This is an optimization exercise on Yosys and OpenROAD, whose aim is small area, not a production implementation. Function was checked by simulation only, so behaviour that the tests miss may differ from the original. No activity file was given, so power comes from the tool's default toggle rates.

harbor:
==> module sync_fifo, before the edit <==
module sync_fifo #(
    parameter int WIDTH = 32,
    parameter int DEPTH = 16,
    parameter int AFULL = 14,                  
    parameter bit EARLY = 1'b1
) (
    input  logic             clk,
    input  logic             rst,
    input  logic             i_wr,
    input  logic [WIDTH-1:0] i_din,
    input  logic             i_push,
    input  logic             i_rd_en,
    output logic [WIDTH-1:0] o_dout,
    output logic             o_valid,
    output logic             o_afull
);
    localparam int AW = $clog2(DEPTH);
    localparam int CW = $clog2(DEPTH + 1);
    logic [WIDTH-1:0] mem [DEPTH];
    logic [AW-1:0]    wr_ptr, wr_ptr_nx;
    logic [DEPTH-1:0] rd_oh;
    logic [CW-1:0]    count, count_nx;
    logic             do_wr;
    logic             do_rd;
    logic [AW-1:0]    wr_slot;
    logic             wr_ok;
    function automatic logic [AW-1:0] inc(input logic [AW-1:0] p);
        inc = (p == AW'(DEPTH - 1)) ? '0 : p + 1'b1;
    endfunction
    assign do_wr = i_push && (count != CW'(DEPTH));    
    assign do_rd = i_rd_en && o_valid;
    always_comb begin
        o_dout = '0;
        for (int i = 0; i < DEPTH; i++) begin
            if (rd_oh[i]) o_dout = o_dout | mem[i];
        end
    end
    assign o_valid = (count != '0);
    assign o_afull = (count >= CW'(AFULL));
    assign wr_ptr_nx = do_wr ? inc(wr_ptr) : wr_ptr;
    assign count_nx  = count + CW'(do_wr) - CW'(do_rd);
    assign wr_slot = EARLY ? wr_ptr_nx : wr_ptr;
    assign wr_ok   = EARLY ? (count_nx != CW'(DEPTH)) : (count != CW'(DEPTH));
    always_ff @(posedge clk) begin
        for (int i = 0; i < DEPTH; i++) begin
            if (i_wr && wr_ok && wr_slot == AW'(i)) mem[i] <= i_din;
        end
    end
    always_ff @(posedge clk) begin
        if (rst) begin
            wr_ptr <= '0;
            rd_oh  <= DEPTH'(1);
            count  <= '0;
        end else begin
            wr_ptr <= wr_ptr_nx;
            if (do_rd) rd_oh <= {rd_oh[DEPTH-2:0], rd_oh[DEPTH-1]};
            count  <= count_nx;
        end
    end
endmodule
==> module ctl_regfile, before the edit <==
module ctl_regfile (
    input  logic                clk,
    input  logic                rst,
    input  logic [CMD_BITS-1:0] i_cmd,
    input  logic                i_cmd_valid,
    input  logic                i_resp_afull,
    output logic                o_cmd_rd_en,
    output logic [20:0]         o_resp,
    output logic                o_resp_wr,
    output logic                o_resp_new          
);
    logic [RW_BITS-1:0]       rw;
    logic                     op_rd;
    logic [3:0]               a;
    logic [15:0]              f_mask;
    logic [15:0]              f_value;
    logic [15:0]              f_addr;
    logic [7:0]               m_par [2];        
    logic [7:0]               d_par [2];
    logic [15:0]              byte_we;
    logic [7:0]               ev_byte [9];      
    logic [7:0]               od_byte [8];
    logic [7:0]               rd_ev;
    logic [7:0]               rd_od;
    logic [3:0]               ra;
    logic                     cmd_read;
    logic                     cmd_write;
    logic                     rd_rw;
    logic [SEND_CNT_BITS-1:0] send_cnt;
    logic                     send_go;
    assign op_rd  = i_cmd[4] && (i_cmd[1:0] == 2'b01);
    assign a      = i_cmd[30:27];
    assign f_addr = i_cmd[20:5];
    for (genvar j = 0; j < 5; j++) begin : g_dec
        tri3_dec dec_i (.i_code (i_cmd[5*j +: 5]), .o_mask (f_mask[3*j +: 3]),
                        .o_value (f_value[3*j +: 3]));
    end
    assign {f_mask[15], f_value[15]} = i_cmd[26:25];
    assign o_cmd_rd_en = i_cmd_valid && !i_resp_afull;
    assign cmd_read    = o_cmd_rd_en && op_rd;
    assign cmd_write   = o_cmd_rd_en && !op_rd;
    always_comb begin
        for (int i = 0; i < 8; i++) begin
            ev_byte[i] = rw[16*i +: 8];
            od_byte[i] = rw[16*i + 8 +: 8];
        end
        ev_byte[8] = 8'h00;
    end
    assign ra    = f_addr[3:0];
    assign rd_ev = ev_byte[(5'(ra) + 5'd1) >> 1];
    assign rd_od = od_byte[ra[3:1]];
    assign rd_rw    = f_addr[15] && (f_addr[14:4] == 11'd0);
    assign send_cnt = rw[RWPOS_SEND_CNT +: SEND_CNT_BITS];
    assign send_go  = !o_cmd_rd_en && rw[RWPOS_SEND_EN] && (send_cnt != '0) && !i_resp_afull;
    assign o_resp_new = cmd_read || send_go;
    always_comb begin
        o_resp = '0;
        if (send_go) begin
            o_resp[16]   = 1'b1;
            o_resp[15:0] = send_cnt;
        end else if (rd_rw) begin
            o_resp[20]    = 1'b1;
            o_resp[19:16] = ra;
            o_resp[15:0]  = ra[0] ? {rd_od, rd_ev} : {rd_ev, rd_od};
        end else begin
            o_resp[15:0]  = f_addr;
        end
    end
    always_ff @(posedge clk) begin
        if (rst) o_resp_wr <= 1'b0;
        else     o_resp_wr <= o_resp_new;
    end
    assign m_par[0] = a[0] ? f_mask[15:8]  : f_mask[7:0];
    assign m_par[1] = a[0] ? f_mask[7:0]   : f_mask[15:8];
    assign d_par[0] = a[0] ? f_value[15:8] : f_value[7:0];
    assign d_par[1] = a[0] ? f_value[7:0]  : f_value[15:8];
    always_comb begin
        for (int b = 0; b < 16; b++)
            byte_we[b] = cmd_write && ((a == 4'(b)) || (b > 0 && a == 4'(b - 1)));
    end
    always_ff @(posedge clk) begin
        if (rst) begin
            rw                                  <= '0;
            rw[15:0]                            <= RW_MAGIC;
            rw[RWPOS_SEND_CNT +: 32]            <= 32'(RW_BYTES);
        end else begin
            for (int b = 0; b < 16; b++) begin
                for (int k = 0; k < 8; k++) begin
                    if (byte_we[b] && m_par[b % 2][k]) rw[8*b + k] <= d_par[b % 2][k];
                end
            end
            if (send_go) rw[RWPOS_SEND_CNT +: SEND_CNT_BITS] <= send_cnt - 1'b1;
        end
    end
endmodule
export LEC_CHECK = 0
export CAP_MARGIN = 20
export CORE_MARGIN = 2
export CORE_UTILIZATION = 40
export SLEW_MARGIN = 20
create_clock -name core_clock -period 6.5 [get_ports {clk}]
run.sh (not shown) runs the stock make flow with config.mk's settings and CLKGATE_MAP_FILE= SYNTH_SCRIPT=/design/flow/synth_recipe.tcl, a recipe that flattens the netlist after the stock synthesis.
#### Input delta (garnet over harbor)
--- a/flow/design.v
+++ b/flow/design.v
@@ -76,7 +76,7 @@
     localparam int CW = $clog2(DEPTH + 1);
     logic [WIDTH-1:0] mem [DEPTH];
     logic [AW-1:0]    wr_ptr, wr_ptr_nx;
-    logic [DEPTH-1:0] rd_oh;
+    logic [AW-1:0]    rd_ptr;
     logic [CW-1:0]    count, count_nx;
     logic             do_wr;
     logic             do_rd;
@@ -90,7 +90,7 @@
     always_comb begin
         o_dout = '0;
         for (int i = 0; i < DEPTH; i++) begin
-            if (rd_oh[i]) o_dout = o_dout | mem[i];
+            if (rd_ptr == AW'(i)) o_dout = o_dout | mem[i];
         end
     end
     assign o_valid = (count != '0);
@@ -107,11 +107,11 @@
     always_ff @(posedge clk) begin
         if (rst) begin
             wr_ptr <= '0;
-            rd_oh  <= DEPTH'(1);
+            rd_ptr <= '0;
             count  <= '0;
         end else begin
             wr_ptr <= wr_ptr_nx;
-            if (do_rd) rd_oh <= {rd_oh[DEPTH-2:0], rd_oh[DEPTH-1]};
+            if (do_rd) rd_ptr <= inc(rd_ptr);
             count  <= count_nx;
         end
     end
@@ -205,19 +205,14 @@
     output logic                o_resp_new          
 );
     logic [RW_BITS-1:0]       rw;
+    logic [7:0]               rw_byte [17];
     logic                     op_rd;
     logic [3:0]               a;
     logic [15:0]              f_mask;
     logic [15:0]              f_value;
     logic [15:0]              f_addr;
-    logic [7:0]               m_par [2];        
-    logic [7:0]               d_par [2];
-    logic [15:0]              byte_we;
-    logic [7:0]               ev_byte [9];      
-    logic [7:0]               od_byte [8];
-    logic [7:0]               rd_ev;
-    logic [7:0]               rd_od;
-    logic [3:0]               ra;
+    logic [7:0]               d_even;           
+    logic [7:0]               d_odd;
     logic                     cmd_read;
     logic                     cmd_write;
     logic                     rd_rw;
@@ -235,15 +230,9 @@
     assign cmd_read    = o_cmd_rd_en && op_rd;
     assign cmd_write   = o_cmd_rd_en && !op_rd;
     always_comb begin
-        for (int i = 0; i < 8; i++) begin
-            ev_byte[i] = rw[16*i +: 8];
-            od_byte[i] = rw[16*i + 8 +: 8];
-        end
-        ev_byte[8] = 8'h00;
-    end
-    assign ra    = f_addr[3:0];
-    assign rd_ev = ev_byte[(5'(ra) + 5'd1) >> 1];
-    assign rd_od = od_byte[ra[3:1]];
+        for (int b = 0; b < 16; b++) rw_byte[b] = rw[8*b +: 8];
+        rw_byte[16] = 8'h00;
+    end
     assign rd_rw    = f_addr[15] && (f_addr[14:4] == 11'd0);
     assign send_cnt = rw[RWPOS_SEND_CNT +: SEND_CNT_BITS];
     assign send_go  = !o_cmd_rd_en && rw[RWPOS_SEND_EN] && (send_cnt != '0) && !i_resp_afull;
@@ -255,8 +244,8 @@
             o_resp[15:0] = send_cnt;
         end else if (rd_rw) begin
             o_resp[20]    = 1'b1;
-            o_resp[19:16] = ra;
-            o_resp[15:0]  = ra[0] ? {rd_od, rd_ev} : {rd_ev, rd_od};
+            o_resp[19:16] = f_addr[3:0];
+            o_resp[15:0]  = {rw_byte[f_addr[3:0]], rw_byte[5'(f_addr[3:0]) + 5'd1]};
         end else begin
             o_resp[15:0]  = f_addr;
         end
@@ -265,26 +254,22 @@
         if (rst) o_resp_wr <= 1'b0;
         else     o_resp_wr <= o_resp_new;
     end
-    assign m_par[0] = a[0] ? f_mask[15:8]  : f_mask[7:0];
-    assign m_par[1] = a[0] ? f_mask[7:0]   : f_mask[15:8];
-    assign d_par[0] = a[0] ? f_value[15:8] : f_value[7:0];
-    assign d_par[1] = a[0] ? f_value[7:0]  : f_value[15:8];
-    always_comb begin
-        for (int b = 0; b < 16; b++)
-            byte_we[b] = cmd_write && ((a == 4'(b)) || (b > 0 && a == 4'(b - 1)));
-    end
+    assign d_even = a[0] ? f_value[15:8] : f_value[7:0];
+    assign d_odd  = a[0] ? f_value[7:0]  : f_value[15:8];
     always_ff @(posedge clk) begin
         if (rst) begin
             rw                                  <= '0;
             rw[15:0]                            <= RW_MAGIC;
             rw[RWPOS_SEND_CNT +: 32]            <= 32'(RW_BYTES);
-        end else begin
+        end else if (cmd_write) begin
             for (int b = 0; b < 16; b++) begin
                 for (int k = 0; k < 8; k++) begin
-                    if (byte_we[b] && m_par[b % 2][k]) rw[8*b + k] <= d_par[b % 2][k];
+                    if ((a == 4'(b) && f_mask[k]) || (b > 0 && a == 4'(b - 1) && f_mask[8 + k]))
+                        rw[8*b + k] <= b[0] ? d_odd[k] : d_even[k];
                 end
             end
-            if (send_go) rw[RWPOS_SEND_CNT +: SEND_CNT_BITS] <= send_cnt - 1'b1;
+        end else if (send_go) begin
+            rw[RWPOS_SEND_CNT +: SEND_CNT_BITS] <= send_cnt - 1'b1;
         end
     end
 endmodule
Register-to-register path setup slack down 0.40 ns in garnet wrt harbor
Delta(proportion of power drawn by the clock network, garnet - harbor) < 0
Diff harbor -> garnet | synthesized cell count | up by a little under 10%
Net switching power delta for garnet relative to harbor: 0.0024 W higher
Relative to harbor, the post-detailed-routing wire length measured on garnet has increased by a little under 10%.
On cell count: garnet sits above harbor.

========
fifo_ctl_top, a different RTL version from the one above (not shown whole).
For scale: roughly 4400 cells after synthesis, about 1600 flip-flops, roughly 200 I/O pins.
Design fifo_ctl_top, start of the top module:
module fifo_ctl_top #(
    parameter logic [7:0]  DEVICE_ID     = 8'h5a,
    parameter logic [7:0]  VERSION_MAJOR = 8'h02,
    parameter logic [7:0]  VERSION_MINOR = 8'h07,
    parameter logic [31:0] CUSTOM_VALUE  = 32'hc0de_1234,
    parameter int          FIFO_DEPTH    = 16
) (
    input  logic                clk,
    input  logic                rst,
    input  com_pkg::link_word_t i_host_word,      
    input  logic                i_host_valid,
    input  logic                i_host_ready,
    output com_pkg::link_word_t o_host_word,      
    output logic                o_host_valid,
    output com_pkg::tlp_beat_t  o_tlp_tx,         
    output logic                o_tlp_tx_valid,
    input  com_pkg::tlp_beat_t  i_tlp_rx,         
    input  logic                i_tlp_rx_valid,
    output logic                o_tlp_rx_rd_en
);
Settings: LEC_CHECK=0, CAP_MARGIN=20, CORE_MARGIN=2, CORE_UTILIZATION=60, SLEW_MARGIN=20; clock period 6.5 ns.
standard.sh (not shown) runs the stock make flow with config.mk's settings and CLKGATE_MAP_FILE= SYNTH_SCRIPT=/design/flow/synth_recipe.tcl, a recipe that flattens the netlist after the stock synthesis.
==> flow/flow/run.sh <==
#!/bin/bash
set -euo pipefail
export CTS_ARGS="-sink_clustering_enable -repair_clock_nets -dont_use_dummy_load -sink_clustering_size 24 -sink_clustering_max_diameter 80 -buf_list sky130_fd_sc_hd__clkbuf_16"
export BUFFER_PORTS_ARGS="-buffer_cell sky130_fd_sc_hd__buf_1"
bash standard.sh > standard.log 2>&1
Change:
--- a/flow/design.v
+++ b/flow/design.v
@@ -165,16 +165,16 @@
                         .o_code (groups[5*j +: 5]));
     end
     always_comb begin
         o_cmd[30:27] = i_host_word.addr[3:0];
         o_cmd[26:25] = {mask[15], value[15]};
         o_cmd[24:0]  = groups;
         if (cmd_rd) begin
-            o_cmd[4:0]   = {1'b1, i_host_word.addr[5:4], 2'b01};
-            o_cmd[14:5]  = i_host_word.addr[15:6];
+            o_cmd[4:0]   = 5'b11101;
+            o_cmd[20:5]  = i_host_word.addr;
         end
     end
 endmodule
 module tri3_enc (
     input  logic [2:0] i_mask,
     input  logic [2:0] i_value,
     output logic [4:0] o_code
@@ -221,15 +221,15 @@
     logic                     cmd_read;
     logic                     cmd_write;
     logic                     rd_rw;
     logic [SEND_CNT_BITS-1:0] send_cnt;
     logic                     send_go;
     assign op_rd  = i_cmd[4] && (i_cmd[1:0] == 2'b01);
     assign a      = i_cmd[30:27];
-    assign f_addr = {i_cmd[14:5], i_cmd[3:2], i_cmd[30:27]};
+    assign f_addr = i_cmd[20:5];
     for (genvar j = 0; j < 5; j++) begin : g_dec
         tri3_dec dec_i (.i_code (i_cmd[5*j +: 5]), .o_mask (f_mask[3*j +: 3]),
                         .o_value (f_value[3*j +: 3]));
     end
     assign {f_mask[15], f_value[15]} = i_cmd[26:25];
     assign o_cmd_rd_en = i_cmd_valid && !i_resp_afull;
     assign cmd_read    = o_cmd_rd_en && op_rd;
@@ -269,36 +269,28 @@
     assign m_par[1] = a[0] ? f_mask[7:0]   : f_mask[15:8];
     assign d_par[0] = a[0] ? f_value[15:8] : f_value[7:0];
     assign d_par[1] = a[0] ? f_value[7:0]  : f_value[15:8];
     always_comb begin
         for (int b = 0; b < 16; b++)
             byte_we[b] = cmd_write && ((a == 4'(b)) || (b > 0 && a == 4'(b - 1)));
     end
-    logic [7:0]  set_par [2];
-    logic [7:0]  clr_par [2];
-    logic [15:0] byte_hit;
-    logic [RW_BITS-1:0] rw_init;
-    logic [RW_BITS-1:0] rw_nx;
-    assign rw_init = {64'h0, 32'(RW_BYTES), 16'h0000, RW_MAGIC};
-    always_comb begin
-        for (int p = 0; p < 2; p++) begin
-            set_par[p] = m_par[p] & d_par[p] & {8{!rst}};
-            clr_par[p] = (m_par[p] & ~d_par[p]) | {8{rst}};
-        end
-        for (int b = 0; b < 16; b++) byte_hit[b] = byte_we[b] || rst;
-        for (int b = 0; b < 16; b++) begin
-            for (int k = 0; k < 8; k++) begin
-                rw_nx[8*b + k] = (byte_hit[b] && set_par[b % 2][k])
-                              || (rw[8*b + k] && !(byte_hit[b] && clr_par[b % 2][k]))
-                              || (rst && rw_init[8*b + k]);
+    always_ff @(posedge clk) begin
+        if (rst) begin
+            rw                                  <= '0;
+            rw[15:0]                            <= RW_MAGIC;
+            rw[RWPOS_SEND_CNT +: 32]            <= 32'(RW_BYTES);
+        end else begin
+            for (int b = 0; b < 16; b++) begin
+                for (int k = 0; k < 8; k++) begin
+                    if (byte_we[b] && m_par[b % 2][k]) rw[8*b + k] <= d_par[b % 2][k];
+                end
             end
+            if (send_go) rw[RWPOS_SEND_CNT +: SEND_CNT_BITS] <= send_cnt - 1'b1;
         end
-        if (send_go && !rst) rw_nx[RWPOS_SEND_CNT +: SEND_CNT_BITS] = send_cnt - 1'b1;
     end
-    always_ff @(posedge clk) rw <= rw_nx;
 endmodule
 module tri3_dec (
     input  logic [4:0] i_code,
     output logic [2:0] o_mask,
     output logic [2:0] o_value
 );
     logic t2_high;                             
@@ -392,15 +384,15 @@
             o_host_valid <= pick_valid;
         end
     end
     logic [31:0] hw_data;
     logic [1:0]  hw_ctx;
     logic [1:0]  hw_tag;
     always_ff @(posedge clk) begin
-        if (load) begin                        
+        if (load && pick_valid) begin
             hw_data <= w_data;
             hw_ctx  <= w_ctx;
             hw_tag  <= w_tag;
         end
     end
     assign o_host_word = {hw_data, 16'h0000, 4'h0, hw_ctx, hw_tag, LINK_MAGIC};
 endmodule
=> Combinational power increases by about 5%; clock power increases by about 1%; clock-buffer cell count increases by 1; non-clock buffer count came out lower by 6; via count barely changes; design area went up by about 0.4%; cell count came out higher by about 1%; register-to-register slack improved by 0.41 ns; hold slack gets worse by 0.0038 ns; sequential cell count does not change; total power climbs by about 1.7%; worst setup slack gets better by 0.41 ns; routed wire length decreases by 0.72%; die area grows by about 0.56%.

[static timing again, ports no longer ideal]
The flow's constraints put no driver on any port. The routed layouts listed below were extracted and timed again, unchanged, in two steps.
Step 1, drivers: a clkbuf_16 drives clk and a buf_2 each remaining input, both assumed.
Step 2, shift: input delay + t, output delay - t, t = (earliest + latest rising clock arrival at the registers) / 2. This alone moves slack from input paths to output paths.
Slacks: ideal ports / drivers / drivers and shift; pairs: ideal ports / drivers.
| run | shift t [ns] | setup slack, ns | hold slack, ns | worst data-port slew with drivers (ns) | cell pins on the clock port's net |
|---|---|---|---|---|---|
| harbor | 0.877 | 1.387 / 1.387 / 1.095 | 0.460 / 0.460 / 0.460 | 0.14 | 1 |
| garnet | 0.891 | 0.983 / 0.983 / 0.983 | 0.476 / 0.476 / 0.476 | 0.19 | 1 |
| the first run of note 2 | 0.732 | 0.968 / 0.968 / 0.785 | 0.466 / 0.466 / 0.466 | 0.09 | 1 |
| the second run of note 2 | 0.734 | 1.373 / 1.373 / 0.886 | 0.462 / 0.462 / 0.462 | 0.13 | 1 |
After both steps every run listed still meets setup and hold. The setup slack of the second run of note 2, which loses most, moves by 0.000 ns with the drivers and by -0.487 ns with both steps.
